Context: an optimization exercise on an open-source flow, tuned for small area, a short achievable clock period and few clock cycles. The choices shown serve that exercise and are no tape-out recipe.
RTL that was checked went through simulation tests only; none was proved equivalent to the original.
Power and IR drop assume default switching activity.

== run D ==
==> flow/design.v (excerpt) <==
module fifo_queue_with_match_remove #(
    parameter int QUEUE_DEPTH = fqmr_pkg::DEF_QUEUE_DEPTH,
    parameter int VALUE_BITS  = fqmr_pkg::DEF_VALUE_BITS
) (
    input  wire         i_clk,
    input  wire         i_rst_n,
    input  wire         i_s_tvalid,
    output logic        o_s_tready,
    input  wire  [31:0] i_s_tdata,    
    input  wire  [1:0]  i_s_tuser,    
    output logic        o_m_tvalid,
    input  wire         i_m_tready,
    output logic [63:0] o_m_tdata,    
    output logic [4:0]  o_m_tuser,    
    output logic        o_m_tlast     
);
    localparam int N = QUEUE_DEPTH;
    localparam int W = VALUE_BITS;
    logic         r_v;
    logic         r_push, r_pop, r_rem, r_list;
    logic [W-1:0] r_d;      
    logic [N-1:0] r_e;      
    logic         r_lk;     
    logic         r_last;   
    logic         r_o_v;
    logic [W-1:0] r_o_entry;
    logic [4:0]   r_o_user;
    logic         r_o_last;
    logic [N-1:0] r_len;
    logic [N*W-1:0] q;
    logic [W-1:0]   q0, q1;
    logic [N-1:0]   sh, ld, hold, sh_q;
    logic [W-1:0]   wdata;
    logic [N-1:0]   eq;
    logic           eq_wd;
    logic           ofree, exec, last, done, load, rot;
    logic [N-1:0]   h, pre, len_nxt;
    logic           hit, h0;
    logic [N-1:0]   e_nxt;
    assign q0 = q[0 +: W];
    assign q1 = q[W +: W];
    assign ofree = !r_o_v || i_m_tready;
    assign exec  = r_v && ofree && i_rst_n;
    assign last  = r_last;
    assign done  = exec && last;
    assign rot   = r_list && r_lk;
    assign o_s_tready = !r_v || (ofree && last);
    assign load       = i_s_tvalid && o_s_tready;
    assign h = r_e & r_len;
    always_comb begin
        pre[0] = h[0];
        for (int i = 1; i < N; i++) begin
            pre[i] = pre[i-1] | h[i];
        end
    end
    assign hit = pre[N-1];
    assign h0  = h[0];
    always_comb begin
        for (int i = 0; i < N; i++) begin
            sh[i] = exec && (r_pop || (r_rem && pre[i]) ||
                             (rot && i >= 1 && i < N - 1 && r_len[(i + 1) % N]));
            ld[i] = exec && ((r_push && !r_len[i] && (i == 0 || r_len[(i + N - 1) % N])) ||
                             (rot && i >= 1 && r_len[i] && (i == N - 1 || !r_len[(i + 1) % N])));
        end
    end
    assign wdata = rot ? q1 : r_d;
    always_comb begin
  ...
==> module fifo_queue_with_match_remove, before the edit <==
module fifo_queue_with_match_remove #(
    parameter int QUEUE_DEPTH = fqmr_pkg::DEF_QUEUE_DEPTH,
    parameter int VALUE_BITS  = fqmr_pkg::DEF_VALUE_BITS
) (
    input  wire         i_clk,
    input  wire         i_rst_n,
    input  wire         i_s_tvalid,
    output logic        o_s_tready,
    input  wire  [31:0] i_s_tdata,    
    input  wire  [1:0]  i_s_tuser,    
    output logic        o_m_tvalid,
    input  wire         i_m_tready,
    output logic [63:0] o_m_tdata,    
    output logic [4:0]  o_m_tuser,    
    output logic        o_m_tlast     
);
    localparam int N = QUEUE_DEPTH;
    localparam int W = VALUE_BITS;
    logic         r_v;
    logic         r_push, r_pop, r_rem, r_list;
    logic [W-1:0] r_d;      
    logic [N-1:0] r_e;      
    logic         r_lk;     
    logic         r_last;   
    logic         r_o_v;
    logic [W-1:0] r_o_entry;
    logic [4:0]   r_o_user;
    logic         r_o_last;
    logic [N-1:0] r_len;
    logic [N*W-1:0] q;
    logic [W-1:0]   q0, q1;
    logic [N-1:0]   sh, ld, hold, sh_q;
    logic [W-1:0]   wdata;
    logic [N-1:0]   eq;
    logic           eq_wd;
    logic           ofree, exec, last, done, load, rot;
    logic [N-1:0]   h, pre, len_nxt;
    logic           hit, h0;
    logic [N-1:0]   e_nxt;
    assign q0 = q[0 +: W];
    assign q1 = q[W +: W];
    assign ofree = !r_o_v || i_m_tready;
    assign exec  = r_v && ofree && i_rst_n;
    assign last  = r_last;
    assign done  = exec && last;
    assign rot   = r_list && r_lk;
    assign o_s_tready = !r_v || (ofree && last);
    assign load       = i_s_tvalid && o_s_tready;
    assign h = r_e & r_len;
    always_comb begin
        pre[0] = h[0];
        for (int i = 1; i < N; i++) begin
            pre[i] = pre[i-1] | h[i];
        end
    end
    assign hit = pre[N-1];
    assign h0  = h[0];
    always_comb begin
        for (int i = 0; i < N; i++) begin
            sh[i] = exec && (r_pop || (r_rem && pre[i]) ||
                             (rot && i >= 1 && i < N - 1 && r_len[(i + 1) % N]));
            ld[i] = exec && ((r_push && !r_len[i] && (i == 0 || r_len[(i + N - 1) % N])) ||
                             (rot && i >= 1 && r_len[i] && (i == N - 1 || !r_len[(i + 1) % N])));
        end
    end
    assign wdata = rot ? q1 : r_d;
    always_comb begin
        sh_q = sh;
        sh_q[0] = sh[0] && r_len[1];
        hold = ~(ld | sh);
        hold[0] = !(ld[0] || sh[0]) && i_rst_n;
    end
    fqmr_store #(
        .QUEUE_DEPTH (N),
        .VALUE_BITS  (W)
    ) u_store (
        .i_clk   (i_clk),
        .i_sh    (sh_q),
        .i_ld    (ld),
        .i_hold  (hold),
        .i_wdata (wdata),
        .o_q     (q)
    );
    fqmr_seq #(
        .QUEUE_DEPTH (N),
        .VALUE_BITS  (W)
    ) u_cmp (
        .i_key      (i_s_tdata),
        .i_q        (q),
        .i_wdata    (r_d),
        .o_eq       (eq),
        .o_eq_wdata (eq_wd)
    );
    always_comb begin
        for (int i = 0; i < N; i++) begin
            if (ld[i]) begin
                e_nxt[i] = rot ? eq[1] : eq_wd;
            end else if (sh[i]) begin
                e_nxt[i] = (i < N - 1) ? eq[(i + 1) % N] : 1'b0;
            end else begin
                e_nxt[i] = eq[i];
            end
        end
    end
    always_comb begin
        len_nxt = r_len;
        if (exec) begin
            if (r_push) begin
                len_nxt = {r_len[N-2:0], 1'b1};
            end else if (r_pop || (r_rem && hit)) begin
                len_nxt = {1'b0, r_len[N-1:1]};
            end
        end
    end
    logic         e0, e1;
    logic [W-1:0] res_entry;
    logic [4:0]   res_user;
    assign e0 = r_len[0] && (r_pop || (r_list && !r_lk));
    assign e1 = rot;
    assign res_entry   = ({W{e0}} & q0) | ({W{e1}} & q1);
    assign res_user[0] = r_push && r_len[N-1];
    assign res_user[1] = r_pop && !r_len[0];
    assign res_user[2] = r_rem && hit;
    assign res_user[3] = (r_pop || r_list) && r_len[0];
    assign res_user[4] = !r_push && ((r_pop || (r_rem && h0)) ? !r_len[1] : !r_len[0]);
    always_ff @(posedge i_clk) begin
        if (!i_rst_n) begin
            r_v   <= 1'b0;
            r_o_v <= 1'b0;
            r_len <= '0;
            r_lk  <= 1'b0;
        end else begin
            if (ofree) begin
                r_o_v <= r_v;
            end
            if (load) begin
                r_v  <= 1'b1;
                r_lk <= 1'b0;
            end else if (done) begin
                r_v <= 1'b0;
            end else if (exec && r_list) begin
                r_lk <= 1'b1;
            end
            r_len <= len_nxt;
        end
        if (load) begin
            r_push <= (i_s_tuser == fqmr_pkg::FUNC_PUSH);
            r_pop  <= (i_s_tuser == fqmr_pkg::FUNC_POP);
            r_rem  <= (i_s_tuser == fqmr_pkg::FUNC_REMOVE);
            r_list <= (i_s_tuser == fqmr_pkg::FUNC_LIST);
            r_e    <= e_nxt;
            r_last <= (i_s_tuser != fqmr_pkg::FUNC_LIST) || !len_nxt[0] || !len_nxt[1];
        end else if (exec && r_list) begin
            r_last <= !(r_lk ? r_d[1] : r_len[2]);
        end
        if (ofree) begin
            r_o_entry <= res_entry;
            r_o_user  <= res_user;
            r_o_last  <= last;
        end
        if (load) begin
            r_d <= i_s_tdata;
        end else if (exec && r_list) begin
            r_d[N-3:0] <= r_lk ? {1'b0, r_d[N-3:1]} : r_len[N-1:2];
        end
    end
    assign o_m_tvalid = r_o_v;
    assign o_m_tdata  = {q0, r_o_entry};
    assign o_m_tuser  = r_o_user;
    assign o_m_tlast  = r_o_last;
endmodule
Settings: LEC_CHECK=0, CAP_MARGIN=20, CORE_MARGIN=2, CORE_UTILIZATION=40, CTS_CLUSTER_DIAMETER=80, CTS_CLUSTER_SIZE=25, PLACE_DENSITY=0.6, SETUP_SLACK_MARGIN=2.5, SLEW_MARGIN=20; clock period 5.0 ns.
standard.sh (not shown) runs the stock make flow with config.mk's settings and CLKGATE_MAP_FILE= SYNTH_SCRIPT=/design/flow/synth_recipe.tcl, a recipe that flattens the netlist after the stock synthesis.
==> flow/flow/run.sh <==
#!/bin/bash
# Standard layout (the standard flow's own synthesis and ORFS steps), with two changes to how
# the layout is made: the port buffers are buf_4 cells instead of the delay
# buffers buffer_ports picks by default, and the resizer may swap a cell for one
# with a different footprint. Each tool's full output goes to a log file here.
set -euo pipefail
bash standard.sh MATCH_CELL_FOOTPRINT=0 \
    "BUFFER_PORTS_ARGS=-buffer_cell sky130_fd_sc_hd__buf_4" \
    finish > standard_flow.log 2>&1
Testbench counts of run D, summed over its fixed seeds: cycles 5,447.
Modified inputs, run R compared to run D
==> flow/design.v, changed modules only <==
module fifo_queue_with_match_remove #(
    parameter int QUEUE_DEPTH = fqmr_pkg::DEF_QUEUE_DEPTH,
    parameter int VALUE_BITS  = fqmr_pkg::DEF_VALUE_BITS
) (
    input  wire         i_clk,
    input  wire         i_rst_n,
    input  wire         i_s_tvalid,
    output logic        o_s_tready,
    input  wire  [31:0] i_s_tdata,    
    input  wire  [1:0]  i_s_tuser,    
    output logic        o_m_tvalid,
    input  wire         i_m_tready,
    output logic [63:0] o_m_tdata,    
    output logic [4:0]  o_m_tuser,    
    output logic        o_m_tlast     
);
    localparam int N = QUEUE_DEPTH;
    localparam int W = VALUE_BITS;
    logic         r_v;
    logic         r_push, r_pop, r_rem, r_list;
    logic [W-1:0] r_d;      
    logic [N-1:0] r_e;      
    logic         r_lk;     
    logic         r_last;   
    logic         r_rdy0, r_rdy1;
    logic         v_nxt, ov_nxt, last_nxt;
    logic         r_o_v;
    logic [W-1:0] r_o_entry;
    logic [4:0]   r_o_user;
    logic         r_o_last;
    logic [N-1:0] r_len;
    logic [N*W-1:0] q;
    logic [W-1:0]   q0, q1;
    logic [N-1:0]   sh, ld, hold, sh_q;
    logic [W-1:0]   wdata;
    logic [N-1:0]   eq;
    logic           eq_wd;
    logic           ofree, exec, last, done, load, rot;
    logic [N-1:0]   h, pre, len_nxt;
    logic           hit, h0;
    logic [N-1:0]   e_nxt;
    assign q0 = q[0 +: W];
    assign q1 = q[W +: W];
    assign ofree = !r_o_v || i_m_tready;
    assign exec  = r_v && ofree && i_rst_n;
    assign last  = r_last;
    assign done  = exec && last;
    assign rot   = r_list && r_lk;
    assign o_s_tready = r_rdy0 || (r_rdy1 && i_m_tready);
    assign load       = i_s_tvalid && o_s_tready;
    assign h = r_e & r_len;
    always_comb begin
        pre[0] = h[0];
        for (int i = 1; i < N; i++) begin
            pre[i] = pre[i-1] | h[i];
        end
    end
    assign hit = pre[N-1];
    assign h0  = h[0];
    always_comb begin
        for (int i = 0; i < N; i++) begin
            sh[i] = exec && (r_pop || (r_rem && pre[i]) ||
                             (rot && i >= 1 && i < N - 1 && r_len[(i + 1) % N]));
            ld[i] = exec && ((r_push && !r_len[i] && (i == 0 || r_len[(i + N - 1) % N])) ||
                             (rot && i >= 1 && r_len[i] && (i == N - 1 || !r_len[(i + 1) % N])));
        end
    end
    assign wdata = rot ? q1 : r_d;
    always_comb begin
        sh_q = sh;
        sh_q[0] = sh[0] && r_len[1];
        hold = ~(ld | sh);
        hold[0] = !(ld[0] || sh[0]) && i_rst_n;
    end
    fqmr_store #(
        .QUEUE_DEPTH (N),
        .VALUE_BITS  (W)
    ) u_store (
        .i_clk   (i_clk),
        .i_sh    (sh_q),
        .i_ld    (ld),
        .i_hold  (hold),
        .i_wdata (wdata),
        .o_q     (q)
    );
    fqmr_seq #(
        .QUEUE_DEPTH (N),
        .VALUE_BITS  (W)
    ) u_cmp (
        .i_key      (i_s_tdata),
        .i_q        (q),
        .i_wdata    (r_d),
        .o_eq       (eq),
        .o_eq_wdata (eq_wd)
    );
    always_comb begin
        for (int i = 0; i < N; i++) begin
            if (ld[i]) begin
                e_nxt[i] = rot ? eq[1] : eq_wd;
            end else if (sh[i]) begin
                e_nxt[i] = (i < N - 1) ? eq[(i + 1) % N] : 1'b0;
            end else begin
                e_nxt[i] = eq[i];
            end
        end
    end
    always_comb begin
        len_nxt = r_len;
        if (exec) begin
            if (r_push) begin
                len_nxt = {r_len[N-2:0], 1'b1};
            end else if (r_pop || (r_rem && hit)) begin
                len_nxt = {1'b0, r_len[N-1:1]};
            end
        end
    end
    logic         e0, e1;
    logic [W-1:0] res_entry;
    logic [4:0]   res_user;
    assign e0 = r_len[0] && (r_pop || (r_list && !r_lk));
    assign e1 = rot;
    assign res_entry   = ({W{e0}} & q0) | ({W{e1}} & q1);
    assign res_user[0] = r_push && r_len[N-1];
    assign res_user[1] = r_pop && !r_len[0];
    assign res_user[2] = r_rem && hit;
    assign res_user[3] = (r_pop || r_list) && r_len[0];
    assign res_user[4] = !r_push && ((r_pop || (r_rem && h0)) ? !r_len[1] : !r_len[0]);
    always_comb begin
        v_nxt    = load || (r_v && !done);
        ov_nxt   = ofree ? r_v : r_o_v;
        last_nxt = r_last;
        if (load) begin
            last_nxt = (i_s_tuser != fqmr_pkg::FUNC_LIST) || !len_nxt[0] || !len_nxt[1];
        end else if (exec && r_list) begin
            last_nxt = !(r_lk ? r_d[1] : r_len[2]);
        end
        if (!i_rst_n) begin
            v_nxt  = 1'b0;
            ov_nxt = 1'b0;
        end
    end
    always_ff @(posedge i_clk) begin
        r_v    <= v_nxt;
        r_o_v  <= ov_nxt;
        r_last <= last_nxt;
        r_rdy0 <= !v_nxt || (last_nxt && !ov_nxt);
        r_rdy1 <= last_nxt;
        if (!i_rst_n) begin
            r_len <= '0;
            r_lk  <= 1'b0;
        end else begin
            if (load) begin
                r_lk <= 1'b0;
            end else if (exec && r_list) begin
                r_lk <= 1'b1;
            end
            r_len <= len_nxt;
        end
        if (load) begin
            r_push <= (i_s_tuser == fqmr_pkg::FUNC_PUSH);
            r_pop  <= (i_s_tuser == fqmr_pkg::FUNC_POP);
            r_rem  <= (i_s_tuser == fqmr_pkg::FUNC_REMOVE);
            r_list <= (i_s_tuser == fqmr_pkg::FUNC_LIST);
            r_e    <= e_nxt;
        end
        if (ofree) begin
            r_o_entry <= res_entry;
            r_o_user  <= res_user;
            r_o_last  <= last;
        end
        if (load) begin
            r_d <= i_s_tdata;
        end else if (exec && r_list) begin
            r_d[N-3:0] <= r_lk ? {1'b0, r_d[N-3:1]} : r_len[N-1:2];
        end
    end
    assign o_m_tvalid = r_o_v;
    assign o_m_tdata  = {q0, r_o_entry};
    assign o_m_tuser  = r_o_user;
    assign o_m_tlast  = r_o_last;
endmodule
Findings:
NOTE: power share of the clock group in run R exceeds that of run D
When run R is measured against run D, its number of fill cells turns out 57 higher.
From run D to run R the numbers moved as follows: vertical die dimension flat; final instance area has increased.
Higher fmax was reported by run D, not run R.
Signed area change from the synthesized netlist to the final layout in run R is 1.3 points above run D.
Max slew at the pin closest to its max-slew limit across run R and run D: run D
On shortest clock period the worst path allows after layout, run D beats run R.
No functional check of the RTL was part of run R.

## separate check: timing with driven ports
The results above use ideal ports. As a check the final layouts listed here were re-extracted and re-timed, cells and wires unchanged.
Step 1 (the two cells are an assumption about what drives the block):
set clk [get_ports {i_clk}]
set_driving_cell -lib_cell sky130_fd_sc_hd__clkbuf_16 $clk
set_driving_cell -lib_cell sky130_fd_sc_hd__buf_2 [delete_from_list [all_inputs] $clk]
Step 2 moves the port delays by t, midway between the first and last clock arrival at a register: inputs arrive t later, outputs are due t later. That takes back most of the time a late clock gives input paths.
Three values: ideal, step 1, step 2; two values: the first two.
run	shift t [ns]	slack for setup (ns)	worst setup path at the end
run D	0.647	2.420 / 2.420 / 1.921	input to register
run R	0.663	2.361 / 2.361 / 1.789	input to register
After both steps every run listed still meets setup and hold. For run R, which loses most, drivers alone change the setup slack by 0.000 ns; drivers and shift together by -0.572 ns.
